Source: an optimization exercise on an open RTL-to-GDS flow (aim: small area, a short achievable clock period and few clock cycles per item). Production flows keep margins and buffers that such runs may drop. Function was checked by simulation only, so behaviour that the tests miss may differ from the original. Power figures rest on the tool's default switching activity, not on a simulated workload.

===== flow/run.sh =====
#!/bin/bash
# synth_recipe.tcl (not shown) runs the flow's synth.tcl, then flattens the netlist and writes it again
# the make line also repeats each setting of config.mk as NAME=value (left out here)
make -C /OpenROAD-flow-scripts/flow DESIGN_CONFIG=/design/flow/config.mk WORK_HOME=/design/flow/orfs CLKGATE_MAP_FILE= SYNTH_SCRIPT=/design/flow/synth_recipe.tcl finish

===== flow/design.v =====
`default_nettype none
package gha_pkg;
    localparam int CMD_W      = 2;
    localparam int IDX_IN_W   = 8;
    localparam int GEN_IN_W   = 16;
    localparam int STATUS_W   = 2;
    localparam int ANNOUNCE_W = 2;
    localparam logic [CMD_W-1:0] CMD_CREATE   = 2'd0;
    localparam logic [CMD_W-1:0] CMD_DESTROY  = 2'd1;
    localparam logic [CMD_W-1:0] CMD_VALIDATE = 2'd2;
    localparam logic [STATUS_W-1:0] ST_OK      = 2'd0;
    localparam logic [STATUS_W-1:0] ST_INVALID = 2'd1;
    localparam logic [STATUS_W-1:0] ST_FULL    = 2'd2;
    localparam logic [ANNOUNCE_W-1:0] ANN_NONE      = 2'd0;
    localparam logic [ANNOUNCE_W-1:0] ANN_CREATED   = 2'd1;
    localparam logic [ANNOUNCE_W-1:0] ANN_DESTROYED = 2'd2;
    localparam int RES_W = STATUS_W + IDX_IN_W + GEN_IN_W + ANNOUNCE_W;
endpackage
`default_nettype wire
`default_nettype none
module gha_ctrl (
    input  wire logic                        i_clk,
    input  wire logic                        i_rst_n,
    input  wire logic                        i_in_valid,
    output logic                             o_in_ready,
    input  wire logic                        i_out_ready,
    input  wire logic [gha_pkg::RES_W-1:0]   i_res,
    output logic                             o_load,
    output logic                             o_exec,
    output logic                             o_out_valid,
    output logic [gha_pkg::RES_W-1:0]        o_res
);
    logic                      r_e_v;
    logic                      r_in_ready;
    logic                      r_h_v;
    logic                      r_s_v;
    logic [gha_pkg::RES_W-1:0] r_h_d;
    logic [gha_pkg::RES_W-1:0] r_s_d;
    logic w_take;
    logic n_e_v;
    logic n_h_v;
    logic n_s_v;
    assign o_exec = r_e_v && !r_s_v;
    assign o_load = i_in_valid && r_in_ready;
    assign w_take = r_h_v && i_out_ready;
    always_comb begin
        n_e_v = o_load || (r_e_v && !o_exec);
        n_h_v = r_h_v;
        n_s_v = r_s_v;
        if (w_take) begin
            n_h_v = r_s_v || o_exec;
            n_s_v = 1'b0;
        end else if (!r_h_v) begin
            n_h_v = o_exec;
        end else if (o_exec) begin
            n_s_v = 1'b1;
        end
    end
    always_ff @(posedge i_clk) begin
        if (!i_rst_n) begin
            r_e_v      <= 1'b0;
            r_h_v      <= 1'b0;
            r_s_v      <= 1'b0;
            r_in_ready <= 1'b1;
        end else begin
            r_e_v      <= n_e_v;
            r_h_v      <= n_h_v;
            r_s_v      <= n_s_v;
            r_in_ready <= !n_e_v || !n_s_v;
        end
    end
    always_ff @(posedge i_clk) begin
        if (w_take) begin
            if (r_s_v) begin
                r_h_d <= r_s_d;
            end else if (o_exec) begin
                r_h_d <= i_res;
            end
        end else if (!r_h_v && o_exec) begin
            r_h_d <= i_res;
        end
        if (r_h_v && !w_take && o_exec) begin
            r_s_d <= i_res;
        end
    end
    assign o_in_ready  = r_in_ready;
    assign o_out_valid = r_h_v;
    assign o_res       = r_h_d;
endmodule
`default_nettype wire
`default_nettype none
module gha_datapath #(
    parameter int MAX_SLOTS = 256,
    parameter int GEN_BITS  = 16
) (
    input  wire logic                               i_clk,
    input  wire logic                               i_rst_n,
    input  wire logic                               i_load,
    input  wire logic                               i_exec,
    input  wire logic [gha_pkg::CMD_W-1:0]          i_cmd,
    input  wire logic [gha_pkg::IDX_IN_W-1:0]       i_handle_index,
    input  wire logic [gha_pkg::GEN_IN_W-1:0]       i_handle_generation,
    output logic [gha_pkg::RES_W-1:0]               o_res
);
    localparam int IDX_W = $clog2(MAX_SLOTS);
    localparam int CNT_W = IDX_W + 1;
    localparam int STK_N = MAX_SLOTS - 1;
    logic [GEN_BITS:0] r_mem [MAX_SLOTS];
    logic [IDX_W-1:0]  r_stk [STK_N];
    logic [CNT_W-1:0]  r_used;
    logic [CNT_W-1:0]  r_sp;       
    logic [IDX_W-1:0]  r_sp_m1;    
    logic [IDX_W-1:0]  r_sp_m2;    
    logic [IDX_W-1:0]  r_top;
    logic              r_w_v;
    logic [IDX_W-1:0]  r_w_addr;
    logic [GEN_BITS:0] r_w_data;
    logic [gha_pkg::CMD_W-1:0] r_e_cmd;
    logic [IDX_W-1:0]          r_e_addr;
    logic [GEN_BITS-1:0]       r_e_gen;
    logic [GEN_BITS:0]  w_rd_mem;
    logic [GEN_BITS:0]  w_rd;
    logic               w_hit;
    logic               w_eq;
    logic               w_in_use;
    logic               w_good;
    logic               w_is_create;
    logic               w_is_destroy;
    logic               w_is_validate;
    logic               w_has_free;
    logic               w_room;
    logic [IDX_W-1:0]   w_stk_rd;
    logic               w_pop;
    logic               w_push;
    logic               w_fresh;
    logic [IDX_W-1:0]   n_top;
    logic               n_w_v;
    logic [IDX_W-1:0]   n_w_addr;
    logic [GEN_BITS:0]  n_w_data;
    logic [gha_pkg::STATUS_W-1:0]   n_status;
    logic [gha_pkg::IDX_IN_W-1:0]   n_oidx;
    logic [gha_pkg::GEN_IN_W-1:0]   n_ogen;
    logic [gha_pkg::ANNOUNCE_W-1:0] n_ann;
    assign w_is_create   = (r_e_cmd == gha_pkg::CMD_CREATE);
    assign w_is_destroy  = (r_e_cmd == gha_pkg::CMD_DESTROY);
    assign w_is_validate = (r_e_cmd == gha_pkg::CMD_VALIDATE);
    assign w_has_free    = (r_sp != '0);
    assign w_room        = !r_used[IDX_W];
    assign w_rd_mem = r_mem[r_e_addr];
    assign w_hit    = r_w_v && (r_w_addr == r_e_addr);
    assign w_rd     = w_hit ? r_w_data : w_rd_mem;
    assign w_eq     = w_hit ? (r_w_data[GEN_BITS-1:0] == r_e_gen)
                            : (w_rd_mem[GEN_BITS-1:0] == r_e_gen);
    assign w_in_use = ({1'b0, r_e_addr} < r_used);
    assign w_good   = w_in_use && w_rd[GEN_BITS] && w_eq;
    assign w_stk_rd = (r_sp_m2 < IDX_W'(STK_N)) ? r_stk[r_sp_m2] : '0;
    assign w_pop   = w_is_create && w_has_free;
    assign w_fresh = w_is_create && !w_has_free && w_room;
    assign w_push  = w_is_destroy && w_good;
    always_comb begin
        n_w_v    = 1'b0;
        n_w_addr = r_e_addr;
        n_w_data = {1'b0, r_e_gen + GEN_BITS'(1)};
        n_top    = r_top;
        n_status = gha_pkg::ST_INVALID;
        n_oidx   = '0;
        n_ogen   = '0;
        n_ann    = gha_pkg::ANN_NONE;
        if (w_is_create) begin
            n_w_data[GEN_BITS] = 1'b1;
            if (w_has_free) begin
                n_w_v    = 1'b1;
                n_w_data = {1'b1, w_rd[GEN_BITS-1:0]};
                n_top    = w_stk_rd;
                n_status = gha_pkg::ST_OK;
                n_oidx   = r_top;
                n_ogen   = w_rd[GEN_BITS-1:0];
                n_ann    = gha_pkg::ANN_CREATED;
            end else if (w_room) begin
                n_w_v    = 1'b1;
                n_w_addr = r_used[IDX_W-1:0];
                n_w_data = {1'b1, GEN_BITS'(0)};
                n_status = gha_pkg::ST_OK;
                n_oidx   = r_used[IDX_W-1:0];
                n_ann    = gha_pkg::ANN_CREATED;
            end else begin
                n_status = gha_pkg::ST_FULL;
            end
        end else if (w_is_destroy) begin
            if (w_good) begin
                n_w_v    = 1'b1;
                n_top    = r_e_addr;
                n_status = gha_pkg::ST_OK;
                n_ann    = gha_pkg::ANN_DESTROYED;
            end
        end else if (w_is_validate) begin
            n_status = w_good ? gha_pkg::ST_OK : gha_pkg::ST_INVALID;
        end
    end
    assign o_res = {n_status, n_oidx, n_ogen, n_ann};
    always_ff @(posedge i_clk) begin
        if (i_load) begin
            r_e_cmd  <= i_cmd;
            r_e_gen  <= i_handle_generation;
            r_e_addr <= (i_cmd == gha_pkg::CMD_CREATE)
                      ? (i_exec ? n_top : r_top) : i_handle_index;
        end
    end
    always_ff @(posedge i_clk) begin
        if (!i_rst_n) begin
            r_used  <= '0;
            r_sp    <= '0;
            r_sp_m1 <= '1;
            r_sp_m2 <= '1 - IDX_W'(1);
            r_w_v   <= 1'b0;
        end else begin
            r_w_v <= i_exec && n_w_v;
            if (i_exec && w_fresh) begin
                r_used <= r_used + CNT_W'(1);
            end
            if (i_exec && w_pop) begin
                r_sp    <= r_sp - CNT_W'(1);
                r_sp_m1 <= r_sp_m1 - IDX_W'(1);
                r_sp_m2 <= r_sp_m2 - IDX_W'(1);
            end else if (i_exec && w_push) begin
                r_sp    <= r_sp + CNT_W'(1);
                r_sp_m1 <= r_sp_m1 + IDX_W'(1);
                r_sp_m2 <= r_sp_m2 + IDX_W'(1);
            end
        end
    end
    always_ff @(posedge i_clk) begin
        r_w_addr <= n_w_addr;
        r_w_data <= n_w_data;
        if (i_exec) begin
            r_top <= n_top;
        end
    end
    always_ff @(posedge i_clk) begin
        if (r_w_v) begin
            r_mem[r_w_addr] <= r_w_data;
        end
    end
    always_ff @(posedge i_clk) begin
        if (r_sp_m1 < IDX_W'(STK_N)) begin
            r_stk[r_sp_m1] <= r_top;
        end
    end
endmodule
`default_nettype wire
`default_nettype none
module generational_handle_allocator_unit #(
    parameter int MAX_SLOTS = 256,
    parameter int GEN_BITS  = 16
) (
    input  wire logic                               i_clk,
    input  wire logic                               i_rst_n,
    input  wire logic                               i_in_valid,
    output logic                                    o_in_ready,
    input  wire logic [gha_pkg::CMD_W-1:0]          i_cmd,
    input  wire logic [gha_pkg::IDX_IN_W-1:0]       i_handle_index,
    input  wire logic [gha_pkg::GEN_IN_W-1:0]       i_handle_generation,
    output logic                                    o_out_valid,
    input  wire logic                               i_out_ready,
    output logic [gha_pkg::STATUS_W-1:0]            o_status,
    output logic [gha_pkg::IDX_IN_W-1:0]            o_out_index,
    output logic [gha_pkg::GEN_IN_W-1:0]            o_out_generation,
    output logic [gha_pkg::ANNOUNCE_W-1:0]          o_announce
);
    logic                      w_load;
    logic                      w_exec;
    logic [gha_pkg::RES_W-1:0] w_res;
    logic [gha_pkg::RES_W-1:0] w_out;
    gha_ctrl u_ctrl (
        .i_clk       (i_clk),
        .i_rst_n     (i_rst_n),
        .i_in_valid  (i_in_valid),
        .o_in_ready  (o_in_ready),
        .i_out_ready (i_out_ready),
        .i_res       (w_res),
        .o_load      (w_load),
        .o_exec      (w_exec),
        .o_out_valid (o_out_valid),
        .o_res       (w_out)
    );
    gha_datapath #(
        .MAX_SLOTS (MAX_SLOTS),
        .GEN_BITS  (GEN_BITS)
    ) u_datapath (
        .i_clk               (i_clk),
        .i_rst_n             (i_rst_n),
        .i_load              (w_load),
        .i_exec              (w_exec),
        .i_cmd               (i_cmd),
        .i_handle_index      (i_handle_index),
        .i_handle_generation (i_handle_generation),
        .o_res               (w_res)
    );
    assign {o_status, o_out_index, o_out_generation, o_announce} = w_out;
endmodule
`default_nettype wire

===== flow/config.mk =====
export PLATFORM = sky130hd
export DESIGN_NAME = generational_handle_allocator_unit
export DESIGN_NICKNAME = generational_handle_allocator_unit
export VERILOG_FILES = /design/flow/design.v
export SDC_FILE = /design/flow/constraint.sdc
export NUM_CORES = 4
export LEC_CHECK = 0
export CAP_MARGIN = 20
export CORE_MARGIN = 2
export CORE_UTILIZATION = 35
export PLACE_DENSITY = 0.5
export SLEW_MARGIN = 20
export SYNTH_MEMORY_MAX_BITS = 16384

===== flow/constraint.sdc =====
create_clock -name core_clock -period 10.0 [get_ports {i_clk}]
set_input_delay 2.0000 -clock core_clock [delete_from_list [all_inputs] [get_ports {i_clk}]]
set_output_delay 2.0000 -clock core_clock [all_outputs]
set_load 0.01 [all_outputs]

==> key figures <==
Floorplan
  • Core box area: 726000 um^2
  • Die width: 858 um
  • Starting Density: 35.1%
  • Die area: 735000 um^2
  • Row cnt: between 300 and 400
  • Die height: around 860 um
  • I/O pins: 60

CTS
  • Clock Latency Late Sink: 1120 ps
  • Num Clock Sinks: between 6000 and 7000
  • CTS tree: done
  • CTS buffer count: approximately 670
  • Clock Tree Buf Depth: 4
  • # hold bufs at CTS: 0
  • Reg clk slew, reported paths: 60 ps
  • # Post-CTS Setup Buffers: 0
  • Htree depth: 6
  • Post_cts resized: 0
  • Clock Tree Root: clkbuf_16

Finish
  • Ratio of cells with drive above 1 in the final layout: 25.5%
  • Fill cells: around 64000
  • Nets@finish: 12500
  • Area Growth Syn to Fin: 14.1%

Worst setup path
  • Buffers & Inverters on Critical Path: 2
  • CP dominant cell by count: buf_4
  • Worst Path Arrival: 8520 ps
  • Reg2Reg Depth: 14
  • Worst EP required: 10840 ps
  • Type of origin of the critical path: flop
  • Maximum fanout along the worst path: 32
  • CP endpoint kind: flop
  • Critical-path top delay cell: o41ai_1
  • Critical path depth in cells: 14
  • Max stage delay on crit path: ~1200 ps
  • CP Cell Sequence: buf_4, nand2_2, buf_4, a21oi_1, o41ai_1, nand4_1, or2_0, o211ai_1, o21ai_1, a222oi_1, o21a_1, nand3_2, a211oi_1, nor2_1
  • CP delay by family, top: compound AO/OA/AOI/OAI gates
  • Crit path kind: reg2reg

Power
  • Switching share of power: 23.5%
  • Reg power frac: 51.7%
  • Combinational share of power: under 10%
  • Total Power: 59.9 mW
  • P per Cell Area: just over 200 nW/um^2
  • Static leakage: 90.5 nW
  • Int Power: 45.8 mW
  • Power share of the clock group: 41.0%
  • Worst vdd ir: between 0.15 and 0.2 mV
  • Total net switching power: 14.1 mW

Yosys
  • Post-synth top area share: 76.2%
  • Yosys cell types: 83
  • Synth area leaders: edfxtp_1, mux4_2, mux2i_1
  • Gate Count Post-Synth: ~12000
  • Synth Flop Type: edfxtp_1
  • Seq cells post-synth: between 6000 and 7000
  • Mean Syn Cell Area: 21.4 um^2
  • Mapped Nets: 12000
  • Largest area contributor in the netlist: edfxtp_1
  • Yosys warning total: 2
  • Number of synthesized flops with an enable pin: 6474
  • Post-synthesis sequential area ratio: 76.9%
  • Post-Syn Area: 255000 um^2
  • Synth top cells by count: edfxtp_1, mux4_2, mux2i_1, nor2_1, a22oi_1
  • Ys async rst share: 0%
  • Most frequent cell after synthesis: edfxtp_1

Detailed routing
  • Drt initial violations: roughly 17000
  • DRT Wirelength: 776000 um
  • Vias/cell: about 5.7
  • Drc violations: 0
  • Wire per inst: ~34 um
  • Post-route ant nets: 0
  • Drt first pass iters: 6
  • Routed via count: 128000

STA
  • Setup TNS: 0 ps
  • Tightest Pin Transition: about 1300 ps
  • Worst rel slew slack: under 10%
  • Setup repair after global routing missed its margin: no
  • Final hold vios: 0
  • Final setup viols: 0
  • Fin. max-slew vios: 0
  • Final worst slack: 2320 ps
  • Maximum clock frequency: 130 MHz
  • Post-route minimum period: just under 8000 ps
  • Clock skew: about 63 ps
  • Final worst path period share: 76.8%

Global routing
  • Gr usage total: 20.4%
  • Total gr overflow: 0
  • Pin count of the biggest net entering global routing: 223
  • Global-route wire length before repair: 1060000 um
  • Initial antenna violation count: 49
  • Vias in the first global route: 128000

Place
  • Pre-CTS setup slack: between 2000 and 3000 ps
  • Port Buffer Count: about 60
  • Post-DP HPWL: 473000 um
  • RD Place Congestion: 0.910

Min path
  • HP Class: reg2reg
  • Hold Path Depth: 2

Flow run
  • Max-cap violations: 0

Status
  • Status: finished clean
==> routing by layer <==
metal | wire length [um] | GRT usage (%)
met3 | 67600 | 4.16
met1 | 322000 | 28.9
met4 | 27000 | 6.09
met2 | 359000 | 32.2
met5 | 135 | 0
==> cell families after synthesis <==
group           Yosys count  share of synthesized area (%)
simple gates           1268                           2.18
compound gates         1022                           2.76
xor+xnor                 72                          0.247
flops                  6562                           76.9
mux                    2234                           16.0
buf+inv                 734                           1.68
fa+ha+maj                32                          0.165
==> worst paths after layout <==
check                             startpoint                               end  slack, ps
max                                     flop  u_datapath.r_e_addr[1]$_DFFE_PP_       2320
min          u_datapath.r_sp[8]$_SDFFE_PN0N_   u_datapath.r_sp[8]$_SDFFE_PN0N_        480
max reg2reg                             flop  u_datapath.r_e_addr[1]$_DFFE_PP_       2320
min reg2reg  u_datapath.r_sp[8]$_SDFFE_PN0N_   u_datapath.r_sp[8]$_SDFFE_PN0N_        480
==> worst register-to-register path: stages (launching register included) <==
cell and delay, ps:
dfxtp_4 570, buf_4 470, nand2_2 620, buf_4 770
a21oi_1 270, o41ai_1 1210, nand4_1 690, or2_0 420
o211ai_1 240, o21ai_1 230, a222oi_1 630, o21a_1 500
nand3_2 310, a211oi_1 400, nor2_1 90
==> through the flow <==
step	std cells	util [%]	instance area, um^2	hold WS (ps)
floorplan	11900	-	255000	446
global placement	21400	37.1	269000	474
detailed placement	21400	37.1	269000	474
CTS	22600	40.0	291000	482
global route	22600	40.1	291000	512
finish	22600	40.1	291000	481
==> layout by cell type, fill, tap and decap left out, drive strengths merged, types with 11 or more instances in the layout <==
cell type	count
buf	517
clkdlybuf4s50	59
nand2b	27
mux2	36
nand3	120
o21ai	38
or4	11
a21o	20
diode	20
a221oi	18
a22oi	464
and3	19
a211oi	34
o41ai	25
nor2b	54
and2	24
clkinv	296
edfxtp	6474
nor4	19
a21oi	243
bufinv	53
a22o	21
xor2	27
mux2i	721
o21bai	16
clkinvlp	23
xnor2	45
clkbuf	807
nand2	279
mux4	1477
nand4	38
nor2	622
dfxtp	88
inv	55
nor3	27
a31oi	36
o211ai	18
o22ai	35
ha	28
==> sequential cells by signal, indices dropped and copies added, names as in the netlist, 8 cells and up, named ones only <==
| name | count |
|---|---|
| u_datapath.r_e_addr | 8 |
| u_datapath.r_top | 8 |
| u_datapath.r_sp_m1 | 8 |
| u_datapath.r_w_addr | 8 |
| u_datapath.r_sp_m2 | 8 |
| u_datapath.r_e_gen | 16 |
| u_datapath.r_sp | 9 |
| u_datapath.r_stk | 2040 |
| u_datapath.r_mem | 4352 |
| u_datapath.r_w_data | 17 |
| u_ctrl.r_h_d | 28 |
| u_datapath.r_used | 9 |
| u_ctrl.r_s_d | 28 |
==> power by group through the flow <==
| stage | Combinational [mW] | Sequential (mW) | Clock (mW) |
|---|---|---|---|
| 3_3_place_gp | 4.26 | 31.5 | 0 |
| 2_1_floorplan | 2.06 | 31.9 | 0 |
| 4_1_cts | 4.34 | 31.0 | 24.9 |
| 6_report | 4.39 | 31.0 | 24.5 |
| 3_5_place_dp | 4.33 | 31.5 | 0 |
| 5_1_grt | 4.54 | 31.0 | 25.9 |
==> final cells by class <==
class                      instances  area, um^2  share of cell area, %
antenna                           20        50.0                 0.0172
clock buffer                     807       17400                   5.98
clock inverter                   385        3900                   1.34
inverter                          42         169                 0.0581
multi-input combinational       4628       55800                   19.2
sequential                      6562      196000                   67.5
tap                             9607       12000                   4.13
timing repair buffer             576        5210                   1.79
Testbench counts, summed over its fixed seeds: cycles 48,016, commands 48,000.

-- re-timing with driven ports --
The flow's constraints put no driver on any port. The routed layout listed below was extracted and timed again, unchanged, in two steps.
Step 1 sets driving cells, clkbuf_16 on the clock port and buf_2 on the other inputs (assumed; they add their load-dependent delay and slew).
Step 2 times the ports against the registers' clock, not the clock port: input delays grow and output delays shrink by t, the midpoint of the rising clock arrivals with the driver on.
a / b / c = ideal ports / drivers / drivers and shift; a / b = the first two.
shift t [ns]: 1.242
setup slack, ns: 2.319 / 2.319 / 2.319
slew at the worst register clock pin (ns): 0.07 / 0.07
After both steps this run still meets setup and hold. For this run, drivers alone change the setup slack by 0.000 ns; drivers and shift together by 0.000 ns.
